Background: an optimization exercise with open tools, aiming at small area, a short achievable clock period and few clock cycles per item. Do not read the settings as production practice.
Where RTL was checked, it was by simulation tests only, not by an equivalence proof against the original.
Power figures rest on the tool's default switching activity, not on a simulated workload.

Setup of rev 12:
==> flow/design.v <==
module mdu_alu #(
    parameter int XLEN    = 32,
    parameter int SHAMT_W = $clog2(XLEN)
) (
    input  logic            clk,
    input  logic            rst,
    input  logic            in_valid,
    output logic            in_ready,
    input  logic [4:0]      in_op,
    input  logic [XLEN-1:0] in_a,
    input  logic [XLEN-1:0] in_b,
    input  logic            kill,
    output logic            out_valid,
    input  logic            out_ready,
    output logic [XLEN-1:0] out_result,
    output logic            out_illegal
);
    localparam logic [1:0] C_ALU = 2'd0;
    localparam logic [1:0] C_MUL = 2'd1;
    localparam logic [1:0] C_DIV = 2'd2;
    localparam logic [1:0] C_ILL = 2'd3;
    function automatic logic [5:0] len32(input logic [31:0] v);
        len32 = '0;
        for (int i = 0; i < 32; i++) if (v[i]) len32 = 6'(i + 1);
    endfunction
    function automatic logic lowones(input logic [31:0] v);
        lowones = 1'b1;
        for (int i = 0; i < 31; i++) if (v[i + 1] && !v[i]) lowones = 1'b0;
    endfunction
    function automatic logic [2:0] nchunk(input logic [32:0] v);
        if (&v[32:7] || ~|v[32:7])        nchunk = 3'd0;
        else if (&v[32:15] || ~|v[32:15]) nchunk = 3'd1;
        else if (&v[32:23] || ~|v[32:23]) nchunk = 3'd2;
        else if (&v[32:31] || ~|v[32:31]) nchunk = 3'd3;
        else                              nchunk = 3'd4;
    endfunction
    function automatic logic [11:0] booth(input logic [32:0] v, input logic [2:0] c);
        logic [40:0] ve;
        logic [8:0]  ch;
        logic [2:0]  g;
        ve = {{7{v[32]}}, v, 1'b0};
        ch = ve[8*c +: 9];
        for (int j = 0; j < 4; j++) begin
            g = ch[2*j +: 3];
            booth[3*j]     = g[0] ^ g[1];
            booth[3*j + 1] = (g == 3'b011) || (g == 3'b100);
            booth[3*j + 2] = g[2] && !(g[1] && g[0]);
        end
    endfunction
    function automatic logic [127:0] csa(input logic [63:0] a, input logic [63:0] b,
                                         input logic [63:0] c);
        csa = {a ^ b ^ c, ((a & b) | (a & c) | (b & c)) << 1};
    endfunction
    logic        v_q;        
    logic        first_q;    
    logic        one_q;      
    logic        last_q;     
    logic        dfirst_q;   
    logic        lb0_q;      
    logic [1:0]  cls_q;
    logic [3:0]  aop_q;
    logic        hi_q;       
    logic        drem_q;     
    logic        qneg_q;
    logic        rneg_q;
    logic        inv_q;
    logic        swap_q;     
    logic [32:0] x_q;        
    logic [32:0] y_q;        
    logic [63:0] accs_q;     
    logic [63:0] accc_q;     
    logic [11:0] dig_q;      
    logic [4:0]  cnt_q;
    logic [5:0]  la_q, lb_q;  
    logic        av_q;       
    logic        ahi_q;      
    logic        aill_q;
    logic        ov_q;       
    logic [31:0] out_q;
    logic        oill_q;
    logic [1:0]  cls_in;
    logic        mul_sa, mul_sb, div_s, nega, negb, swap, inv_in;
    logic [32:0] ea, eb, x_in, y_in;
    logic [2:0]  na, nb;
    logic [11:0] dig_in;
    logic [31:0] oca, ocb;
    logic [5:0]  la_in, lb_in;
    always_comb begin
        if (in_op[4] == 1'b0)   cls_in = (in_op[3:1] == 3'b111) ? C_ILL : C_ALU;
        else if (in_op[3])      cls_in = C_ILL;
        else                    cls_in = in_op[2] ? C_DIV : C_MUL;
        mul_sa = (in_op[1:0] != 2'd3);
        mul_sb = (in_op[1:0] == 2'd0) || (in_op[1:0] == 2'd1);
        div_s  = !in_op[0];
        nega   = (cls_in == C_DIV) && div_s && in_a[31];
        negb   = (cls_in == C_DIV) && div_s && in_b[31];
        ea     = {(cls_in == C_MUL) && mul_sa && in_a[31], nega ? -in_a : in_a};
        eb     = {(cls_in == C_MUL) && mul_sb && in_b[31], negb ? -in_b : in_b};
        na     = nchunk({mul_sa && in_a[31], in_a});
        nb     = nchunk({mul_sb && in_b[31], in_b});
        swap   = (cls_in == C_MUL) && (nb < na);
        dig_in = swap ? booth({mul_sb && in_b[31], in_b}, nb)
                      : booth({mul_sa && in_a[31], in_a}, na);
        x_in   = ea;
        y_in   = eb;
        inv_in = (cls_in == C_DIV) ||
                 ((cls_in == C_ALU) && (in_op[3:0] == 4'd1 || in_op[3:0] == 4'd3 ||
                                        in_op[3:0] == 4'd4 || in_op[3:0] == 4'd10 ||
                                        in_op[3:0] == 4'd11 || in_op[3:0] == 4'd12 ||
                                        in_op[3:0] == 4'd13));
        if (inv_in) y_in = ~y_in;
        oca    = (div_s && in_a[31]) ? ~in_a : in_a;
        ocb    = (div_s && in_b[31]) ? ~in_b : in_b;
        la_in  = len32(oca) + 6'(div_s && in_a[31] && lowones(oca));
        lb_in  = len32(ocb) + 6'(div_s && in_b[31] && lowones(ocb));
    end
    logic [33:0] sum1;
    assign sum1 = {1'b0, x_q} + {1'b0, y_q} + 34'(inv_q);
    logic        sh_left, sh_fill;
    logic [32:0] sh_in, sh_rin, sh_rout, sh_out;
    logic [4:0]  sh_amt;
    logic [6:0]  dlen;
    assign dlen = {1'b0, la_q} - {1'b0, lb_q};
    always_comb begin
        if (cls_q == C_DIV) begin
            sh_left = 1'b1;
            sh_fill = 1'b1;
            sh_in   = y_q;
            sh_amt  = dlen[4:0] | 5'd1;
        end else begin
            sh_left = (aop_q == 4'd2);
            sh_in   = {(aop_q == 4'd7) & x_q[31], x_q[31:0]};
            sh_fill = sh_left ? 1'b0 : sh_in[32];
            sh_amt  = y_q[4:0];
        end
        for (int i = 0; i < 33; i++) sh_rin[i] = sh_left ? sh_in[32 - i] : sh_in[i];
        sh_rout = 33'($signed({sh_fill, sh_rin}) >>> sh_amt);
        for (int i = 0; i < 33; i++) sh_out[i] = sh_left ? sh_rout[32 - i] : sh_rout[i];
    end
    logic [31:0] alu_res;
    logic        ltu, lts, eq;
    always_comb begin
        ltu = !sum1[33];
        lts = (x_q[31] == y_q[31]) ? x_q[31] : ltu;
        eq  = &(x_q[31:0] ^ y_q[31:0]);
        case (aop_q)
            4'd0, 4'd1:       alu_res = sum1[31:0];
            4'd2, 4'd6, 4'd7: alu_res = sh_out[31:0];
            4'd3:             alu_res = {31'd0, lts};
            4'd4:             alu_res = {31'd0, ltu};
            4'd5:             alu_res = x_q[31:0] ^ y_q[31:0];
            4'd8:             alu_res = x_q[31:0] | y_q[31:0];
            4'd9:             alu_res = x_q[31:0] & y_q[31:0];
            4'd10:            alu_res = {31'd0, eq};
            4'd11:            alu_res = {31'd0, !eq};
            4'd12:            alu_res = {31'd0, !lts};
            default:          alu_res = {31'd0, !ltu};
        endcase
    end
    logic [63:0] mul_s, mul_c;
    logic [11:0] dig_nx;
    logic [32:0] mcand;
    assign mcand = swap_q ? x_q : y_q;
    always_comb begin
        logic [33:0]  w;
        logic [63:0]  pp [4];
        logic [63:0]  sa, ca;
        logic [6:0]   nbits;
        logic [127:0] t0, t1, t2, t3, t4;
        nbits = '0;
        for (int j = 0; j < 4; j++) begin
            w = '0;
            if (dig_q[3*j])     w = {mcand[32], mcand};
            if (dig_q[3*j + 1]) w = {mcand, 1'b0};
            w     = w ^ {34{dig_q[3*j + 2]}};
            pp[j] = 64'({~w[33], w[32:0]}) << (2 * j);
            nbits[2*j] = dig_q[3*j + 2];
        end
        sa = first_q ? 64'(nbits) : ((accs_q << 8) | 64'(nbits));
        ca = first_q ? 64'd0 : (accc_q << 8);
        t0 = csa(sa, ca, -(64'd85 << 33));
        t1 = csa(pp[0], pp[1], pp[2]);
        t2 = csa(pp[3], t0[127:64], t0[63:0]);
        t3 = csa(t1[127:64], t1[63:0], t2[127:64]);
        t4 = csa(t3[127:64], t3[63:0], t2[63:0]);
        mul_s  = t4[127:64];
        mul_c  = t4[63:0];
        dig_nx = booth(swap_q ? y_q : x_q, cnt_q[2:0] - 3'd1);
    end
    logic        f1, f2;
    logic [32:0] rem2;
    logic [33:0] subb;
    logic [34:0] subc, cs_s, cs_c;
    always_comb begin
        logic [34:0] p, q, r;
        f1   = sum1[33];
        subb = {1'b0, x_q} + {2'b01, y_q[32:1]} + 34'd1;
        p    = {2'b00, x_q};
        q    = {2'b00, y_q};
        r    = {2'b00, 1'b1, y_q[32:1]};
        cs_s = p ^ q ^ r;
        cs_c = {((p & q) | (p & r) | (q & r)), 1'b1};
        subc = cs_s + cs_c + 35'd1;
        f2   = f1 ? subc[34] : subb[33];
        if (f1) rem2 = f2 ? subc[32:0] : sum1[32:0];
        else    rem2 = f2 ? subb[32:0] : x_q;
    end
    logic        done;
    logic [31:0] resx, resy, dres;
    logic        res_ill, dneg;
    logic        out_free, accept;
    logic [31:0] quo_n;
    logic        triv;
    always_comb begin
        quo_n   = {accs_q[29:0], f1, f2};
        triv    = lb0_q || (la_q < lb_q);
        done    = one_q || last_q || (dfirst_q && triv);
        resx    = alu_res;
        resy    = '0;
        res_ill = 1'b0;
        dres    = '0;
        dneg    = 1'b0;
        if (first_q) begin
            if (drem_q) begin
                dres = x_q[31:0];
                dneg = rneg_q;
            end else begin
                dres = lb0_q ? '1 : '0;
            end
        end else begin
            if (drem_q) begin
                dres = rem2[31:0];
                dneg = rneg_q;
            end else begin
                dres = quo_n;
                dneg = qneg_q;
            end
        end
        case (cls_q)
            C_ALU: ;
            C_ILL: begin
                resx    = '0;
                res_ill = 1'b1;
            end
            C_MUL: begin
                resx = mul_s[31:0];
                resy = mul_c[31:0];
            end
            default: begin
                resx = dres ^ {32{dneg}};
                resy = {31'd0, dneg};
            end
        endcase
    end
    logic        b_free;
    logic [63:0] acc_sum;
    assign acc_sum  = accs_q + accc_q;
    assign b_free   = !ov_q || out_ready;
    assign out_free = !av_q || b_free;
    logic rdy_now, rdy_if_taken;
    assign rdy_now      = !v_q || (done && (!av_q || !ov_q));
    assign rdy_if_taken = done;
    assign in_ready     = !kill && (rdy_now || (rdy_if_taken && out_ready));
    assign accept   = in_valid && in_ready;
    always_ff @(posedge clk or posedge rst) begin
        if (rst) begin
            v_q  <= 1'b0;
            av_q <= 1'b0;
            ov_q <= 1'b0;
        end else if (kill) begin
            v_q  <= 1'b0;
            av_q <= 1'b0;
            ov_q <= 1'b0;
        end else begin
            if (accept)                       v_q <= 1'b1;
            else if (v_q && done && out_free) v_q <= 1'b0;
            if (v_q && done && out_free)      av_q <= 1'b1;
            else if (b_free)                  av_q <= 1'b0;
            if (av_q && b_free)               ov_q <= 1'b1;
            else if (out_ready)               ov_q <= 1'b0;
        end
    end
    always_ff @(posedge clk) begin
        if (accept) begin
            first_q <= 1'b1;
            one_q   <= (cls_in == C_ALU) || (cls_in == C_ILL);
            last_q  <= (cls_in == C_MUL) && ((swap ? nb : na) == 3'd0);
            dfirst_q <= (cls_in == C_DIV);
            lb0_q   <= (in_b == '0);
            cls_q   <= cls_in;
            aop_q   <= in_op[3:0];
            hi_q    <= (in_op[1:0] != 2'd0);
            drem_q  <= in_op[1];
            qneg_q  <= div_s && (in_a[31] ^ in_b[31]);
            rneg_q  <= div_s && in_a[31];
            x_q     <= x_in;
            swap_q  <= swap;
            y_q     <= y_in;
            cnt_q   <= {2'd0, swap ? nb : na};
            inv_q   <= inv_in;
            dig_q   <= dig_in;
            la_q    <= la_in;
            lb_q    <= lb_in;
        end else if (v_q && !done && out_free) begin
            first_q  <= 1'b0;
            dfirst_q <= 1'b0;
            if (cls_q == C_MUL) begin
                last_q <= (cnt_q[2:0] == 3'd1);
                accs_q <= mul_s;
                accc_q <= mul_c;
                dig_q  <= dig_nx;
                cnt_q  <= cnt_q - 5'd1;
            end else if (first_q) begin
                y_q    <= sh_out;
                cnt_q  <= dlen[5:1];
                last_q <= (dlen[5:1] == 5'd0);
                accs_q <= '0;
            end else begin
                x_q    <= rem2;
                y_q    <= {2'b11, y_q[32:2]};
                accs_q <= {32'd0, quo_n};
                cnt_q  <= cnt_q - 5'd1;
                last_q <= (cnt_q == 5'd1);
            end
        end
        if (v_q && done && out_free) begin
            accs_q <= {mul_s[63:32], resx};
            accc_q <= {mul_c[63:32], resy};
            ahi_q  <= (cls_q == C_MUL) && hi_q;
            aill_q <= res_ill;
        end
        if (av_q && b_free) begin
            out_q  <= ahi_q ? acc_sum[63:32] : acc_sum[31:0];
            oill_q <= aill_q;
        end
    end
    assign out_valid   = ov_q;
    assign out_result  = out_q;
    assign out_illegal = oill_q;
endmodule
make LEC_CHECK=0 CAP_MARGIN=20 CORE_MARGIN=2 CORE_UTILIZATION=40 SETUP_SLACK_MARGIN=5 SLEW_MARGIN=20 finish   # period 11.0 ns
run.sh (not shown) runs the stock make flow with config.mk's settings and CLKGATE_MAP_FILE= SYNTH_SCRIPT=/design/flow/synth_recipe.tcl, a recipe that flattens the netlist after the stock synthesis.
Here is what was changed in the inputs of rev 13 compared with rev 12.
--- a/flow/design.v
+++ b/flow/design.v
@@ -63,8 +63,7 @@
     logic        drem_q;     
     logic        qneg_q;
     logic        rneg_q;
-    logic        inv_q;
-    logic        swap_q;     
+    logic        inv_q;      
     logic [32:0] x_q;        
     logic [32:0] y_q;        
     logic [63:0] accs_q;     
@@ -101,8 +100,8 @@
         swap   = (cls_in == C_MUL) && (nb < na);
         dig_in = swap ? booth({mul_sb && in_b[31], in_b}, nb)
                       : booth({mul_sa && in_a[31], in_a}, na);
-        x_in   = ea;
-        y_in   = eb;
+        x_in   = swap ? eb : ea;
+        y_in   = swap ? ea : eb;
         inv_in = (cls_in == C_DIV) ||
                  ((cls_in == C_ALU) && (in_op[3:0] == 4'd1 || in_op[3:0] == 4'd3 ||
                                         in_op[3:0] == 4'd4 || in_op[3:0] == 4'd10 ||
@@ -159,8 +158,6 @@
     end
     logic [63:0] mul_s, mul_c;
     logic [11:0] dig_nx;
-    logic [32:0] mcand;
-    assign mcand = swap_q ? x_q : y_q;
     always_comb begin
         logic [33:0]  w;
         logic [63:0]  pp [4];
@@ -170,8 +167,8 @@
         nbits = '0;
         for (int j = 0; j < 4; j++) begin
             w = '0;
-            if (dig_q[3*j])     w = {mcand[32], mcand};
-            if (dig_q[3*j + 1]) w = {mcand, 1'b0};
+            if (dig_q[3*j])     w = {y_q[32], y_q};
+            if (dig_q[3*j + 1]) w = {y_q, 1'b0};
             w     = w ^ {34{dig_q[3*j + 2]}};
             pp[j] = 64'({~w[33], w[32:0]}) << (2 * j);
             nbits[2*j] = dig_q[3*j + 2];
@@ -185,7 +182,7 @@
         t4 = csa(t3[127:64], t3[63:0], t2[63:0]);
         mul_s  = t4[127:64];
         mul_c  = t4[63:0];
-        dig_nx = booth(swap_q ? y_q : x_q, cnt_q[2:0] - 3'd1);
+        dig_nx = booth(x_q, cnt_q[2:0] - 3'd1);
     end
     logic        f1, f2;
     logic [32:0] rem2;
@@ -257,10 +254,7 @@
     assign acc_sum  = accs_q + accc_q;
     assign b_free   = !ov_q || out_ready;
     assign out_free = !av_q || b_free;
-    logic rdy_now, rdy_if_taken;
-    assign rdy_now      = !v_q || (done && (!av_q || !ov_q));
-    assign rdy_if_taken = done;
-    assign in_ready     = !kill && (rdy_now || (rdy_if_taken && out_ready));
+    assign in_ready = !kill && (!v_q || (done && out_free));
     assign accept   = in_valid && in_ready;
     always_ff @(posedge clk or posedge rst) begin
         if (rst) begin
@@ -294,7 +288,6 @@
             qneg_q  <= div_s && (in_a[31] ^ in_b[31]);
             rneg_q  <= div_s && in_a[31];
             x_q     <= x_in;
-            swap_q  <= swap;
             y_q     <= y_in;
             cnt_q   <= {2'd0, swap ? nb : na};
             inv_q   <= inv_in;
==> comparison <==
For rev 13, the uppermost metal layer occupied by signal nets was met4, unlike rev 12, where it was met5. Final period utilization: rev 13 < rev 12. Against rev 12, detailed-route via count in rev 13 rose by a few percent. Rev 12 has higher sequential share of cell area than rev 13. Looking at count of inverters other than clock inverters in the layout, rev 13 sits 1.8% below rev 12. Summary — overall power of the completed layout, rev 13 relative to rev 12: higher, by 2.9%. Of rev 13 and rev 12, the lower minimum period implied by the final worst setup slack belongs to rev 13. Comparing rev 12 against rev 13, there is no change at all in number of hold buffers added after cts. On internal power, rev 12 beats rev 13.
Testbench counts of rev 13, summed over its fixed seeds: cycles 29,752, items 16,000.
Only the layout flow was run in rev 12; the RTL was not checked for function there.

## afterwards: timing with drivers on the ports
No port has a modelled driver above. Below, the same layouts with a new extraction and two added sets of constraints.
Step 1 (the two cells are an assumption about what drives the block):
set clk [get_ports {clk}]
set_driving_cell -lib_cell sky130_fd_sc_hd__clkbuf_16 $clk
set_driving_cell -lib_cell sky130_fd_sc_hd__buf_2 [delete_from_list [all_inputs] $clk]
Step 2 moves the port delays by t, midway between the first and last clock arrival at a register: inputs arrive t later, outputs are due t later. That takes back most of the time a late clock gives input paths.
Slacks: ideal ports / drivers / drivers and shift; pairs: ideal ports / drivers.
| run | t (ns) | slack for setup (ns) | worst setup path at the end | latest minus earliest clock arrival (ns) | slew at the worst register clock pin (ns) |
|---|---|---|---|---|---|
| rev 12 | 0.661 | 4.991 / 4.991 / 4.598 | input to register | 0.022 / 0.022 | 0.06 / 0.06 |
| rev 13 | 0.678 | 5.033 / 5.057 / 4.408 | input to register | 0.050 / 0.050 | 0.08 / 0.08 |
After both steps every run listed still meets setup and hold. For rev 13, which loses most, drivers alone change the setup slack by +0.024 ns; drivers and shift together by -0.625 ns.
